What follows belongs to an exercise in optimizing a design on an open flow for small area and few clock cycles per item; a production flow would make more cautious choices. Only simulation tests tie the RTL to the original design; equivalence was not proved. Power figures rest on the tool's default switching activity, not on a simulated workload.

Setup of old:
==> module error_line_buffer, before the edit <==
module error_line_buffer #(
  parameter int line_width = 320,  
  parameter int share_w    = 8              
) (
  input  wire                      clk_pixel,
  output logic [share_w-1:0]       rd_share,   
  input  wire                      wr_en,
  input  wire [share_w-1:0]        wr_share
);
  localparam int line_bits = line_width * share_w;
  logic [line_bits-1:0] line;  
  assign rd_share = line[line_bits-1 -: share_w];
  always_ff @(posedge clk_pixel) begin
    if (wr_en) begin
      line <= {line[line_bits-share_w-1:0], wr_share};
    end
  end
endmodule
==> module dither_top, before the edit <==
module dither_top #(
  parameter int line_width = 320
) (
  input  wire            clk_pixel,
  input  wire            rst_n,
  input  wire            in_valid,
  output logic           in_ready,
  input  dither_pkg::rgb565_t        in_pixel,
  input  dither_pkg::hcount_t        in_hcount,
  input  dither_pkg::vcount_t        in_vcount,
  input  dither_pkg::gray_sel_t      gray_sel,   
  input  dither_pkg::gray_t          threshold,  
  output logic           out_valid,
  input  wire            out_ready,
  output logic           out_dot,
  output dither_pkg::gray_t          out_gray,
  output dither_pkg::hcount_t        out_hcount,
  output dither_pkg::vcount_t        out_vcount
);
  logic               stage_ready;
  logic               accept;
  dither_pkg::gray_t  gray;
  logic               dot;
  logic signed [7:0]  right_carry;
  logic signed [7:0]  right_share;
  logic signed [7:0]  down_share;
  logic signed [7:0]  up_share;
  dither_pkg::dot_beat_t beat_in;
  dither_pkg::dot_beat_t beat_out;
  assign in_ready = stage_ready;
  assign accept   = in_valid && in_ready;
  gray_convert gray_conv (
    .in_pixel(in_pixel),
    .gray_sel(gray_sel),
    .gray(gray)
  );
  error_line_buffer #(
    .line_width(line_width),
    .share_w(8)
  ) err_buf (
    .clk_pixel(clk_pixel),
    .rd_share(up_share),
    .wr_en(accept),
    .wr_share(down_share)
  );
  diffusion_core diffuse (
    .gray(gray),
    .first_col(in_hcount == '0),
    .first_row(in_vcount == '0),
    .right_in(right_carry),
    .down_in(up_share),
    .threshold(threshold),
    .dot(dot),
    .right_out(right_share),
    .down_out(down_share)
  );
  always_ff @(posedge clk_pixel) begin
    if (accept) begin
      right_carry <= right_share;
    end
  end
  always_comb begin
    beat_in.dot    = dot;
    beat_in.gray   = gray;
    beat_in.hcount = in_hcount;
    beat_in.vcount = in_vcount;
  end
  pipe_stage #(
    .width(1 + 8 + 11 + 10)
  ) dot_stage (
    .clk_pixel(clk_pixel),
    .rst_n(rst_n),
    .in_valid(in_valid),
    .in_ready(stage_ready),
    .in_data(beat_in),
    .out_valid(out_valid),
    .out_ready(out_ready),
    .out_data(beat_out)
  );
  assign out_dot    = beat_out.dot;
  assign out_gray   = beat_out.gray;
  assign out_hcount = beat_out.hcount;
  assign out_vcount = beat_out.vcount;
endmodule
==> flow/config.mk <==
export PLATFORM = sky130hd
export DESIGN_NAME = dither_top
export DESIGN_NICKNAME = dither_top
export VERILOG_FILES = /design/flow/design.v
export SDC_FILE = /design/flow/constraint.sdc
export NUM_CORES = 4
export LEC_CHECK = 0
export CAP_MARGIN = 20
export CORE_MARGIN = 2
export CORE_UTILIZATION = 45
export CTS_BUF_LIST = sky130_fd_sc_hd__clkbuf_8
export CTS_CLUSTER_DIAMETER = 50
export CTS_CLUSTER_SIZE = 18
export PLACE_DENSITY = 0.6
export SLEW_MARGIN = 20
==> flow/constraint.sdc <==
create_clock -name core_clock -period 12.0 [get_ports {clk_pixel}]
set_input_delay 2.4000 -clock core_clock [delete_from_list [all_inputs] [get_ports {clk_pixel}]]
set_output_delay 2.4000 -clock core_clock [all_outputs]
set_load 0.01 [all_outputs]
run.sh (not shown) runs the stock make flow with config.mk's settings and CLKGATE_MAP_FILE= SYNTH_SCRIPT=/design/flow/synth_recipe.tcl, a recipe that flattens the netlist after the stock synthesis.
Testbench counts of old, summed over its fixed seeds: cycles 460,806, items 460,800.
What new does differently from old at the input level:
--- a/flow/design.v
+++ b/flow/design.v
@@ -90,23 +90,29 @@
 `timescale 1ns/1ps
 `default_nettype none
 module error_line_buffer #(
   parameter int line_width = 320,  
+  parameter int ring_len   = 64,            
   parameter int share_w    = 8              
 ) (
   input  wire                      clk_pixel,
+  input  wire [$clog2(line_width/ring_len)-1:0] ring_sel,  
   output logic [share_w-1:0]       rd_share,   
   input  wire                      wr_en,
   input  wire [share_w-1:0]        wr_share
 );
-  localparam int line_bits = line_width * share_w;
-  logic [line_bits-1:0] line;  
-  assign rd_share = line[line_bits-1 -: share_w];
-  always_ff @(posedge clk_pixel) begin
-    if (wr_en) begin
-      line <= {line[line_bits-share_w-1:0], wr_share};
-    end
-  end
+  localparam int ring_count = line_width / ring_len;
+  localparam int ring_bits  = ring_len * share_w;
+  logic [share_w-1:0] tap [ring_count];
+  for (genvar j = 0; j < ring_count; j++) begin : g_ring
+    logic [ring_bits-1:0] ring;  
+    assign tap[j] = ring[ring_bits-1 -: share_w];
+    always_ff @(posedge clk_pixel) begin
+      ring <= {ring[ring_bits-share_w-1:0],
+               (wr_en && ring_sel == j) ? wr_share : tap[j]};
+    end
+  end
+  assign rd_share = tap[ring_sel];
 endmodule
 `default_nettype wire
 `timescale 1ns/1ps
 `default_nettype none
@@ -154,30 +160,52 @@
   output dither_pkg::gray_t          out_gray,
   output dither_pkg::hcount_t        out_hcount,
   output dither_pkg::vcount_t        out_vcount
 );
+  localparam int ring_len = 64;  
+  localparam int phase_w  = $clog2(ring_len);
+  localparam int sel_w    = $clog2(line_width / ring_len);
   logic               stage_ready;
+  logic               phase_ok;
   logic               accept;
+  logic [phase_w-1:0] idle_phase;  
+  logic               started;     
   dither_pkg::gray_t  gray;
   logic               dot;
   logic signed [7:0]  right_carry;
   logic signed [7:0]  right_share;
   logic signed [7:0]  down_share;
   logic signed [7:0]  up_share;
   dither_pkg::dot_beat_t beat_in;
   dither_pkg::dot_beat_t beat_out;
-  assign in_ready = stage_ready;
+  assign phase_ok = (idle_phase == '0);
+  assign in_ready = stage_ready && phase_ok;
   assign accept   = in_valid && in_ready;
+  always_ff @(posedge clk_pixel or negedge rst_n) begin
+    if (!rst_n) begin
+      idle_phase <= '0;
+      started    <= 1'b0;
+    end else begin
+      if (accept) begin
+        started <= 1'b1;
+      end
+      if (!accept && started) begin
+        idle_phase <= idle_phase + 1'b1;
+      end
+    end
+  end
   gray_convert gray_conv (
     .in_pixel(in_pixel),
     .gray_sel(gray_sel),
     .gray(gray)
   );
   error_line_buffer #(
     .line_width(line_width),
+    .ring_len(ring_len),
     .share_w(8)
   ) err_buf (
     .clk_pixel(clk_pixel),
+    .ring_sel(in_hcount[phase_w +: sel_w]),
     .rd_share(up_share),
     .wr_en(accept),
     .wr_share(down_share)
   );
@@ -207,9 +235,9 @@
     .width(1 + 8 + 11 + 10)
   ) dot_stage (
     .clk_pixel(clk_pixel),
     .rst_n(rst_n),
-    .in_valid(in_valid),
+    .in_valid(in_valid && phase_ok),
     .in_ready(stage_ready),
     .in_data(beat_in),
     .out_valid(out_valid),
     .out_ready(out_ready),
==> comparison <==
Comparing old and new, area fraction in compound gates after synthesis is higher on new.
Of old and new, new shows the lower setup slack, with old above it.
Switching part of the total delta (new -> old): insignificant
Share of final layout cell area taken by non-clock buffers across old and new: no real change.
new can be clocked slower than old.
new: all stages complete, timing, DRC and antenna checks passed
In new, number of cells on the critical path is higher than in old.
Looking at leakage component of the power across both flows, new is the stronger of the two, with old trailing.
Relative to old, the post-synthesis xor/xnor area fraction of new is higher by 0.22 points.
Compared with old, new shows a data arrival time of the critical path that is 0.59 ns higher.
Summary of new over old: detailed-route wire length per cell lost 26%; area of all sequential standard cells lost 25,000 sq um; critical path required time picked up an extra 0.12 ns.
Testbench counts of new, summed over its fixed seeds: cycles 460,806, items 460,800.

afterwards: timing with drivers on the ports:
Ports are ideal in the flow. The routed layouts listed here were re-timed in OpenROAD.
Step 1: set_driving_cell puts a clkbuf_16 on clk_pixel and a buf_2 on each other input, an assumption about the parent block.
Step 2 adds t to the input delays and takes it off the output delays; t is the mean of the earliest and latest rising clock arrival at the registers after step 1. Input paths then give back, and output paths get back, about the clock's delay inside the block.
a / b / c = no drivers / after step 1 / after step 2; a / b = the first two.
run | t, ns | slack for setup (ns) | cell pins on the clock port's net
old | 0.967 | 1.629 / 1.666 / 0.699 | 1
new | 0.912 | 1.158 / 1.194 / 0.282 | 1
After both steps every run listed still meets setup and hold. For old, which loses most, drivers alone change the setup slack by +0.037 ns; drivers and shift together by -0.930 ns.
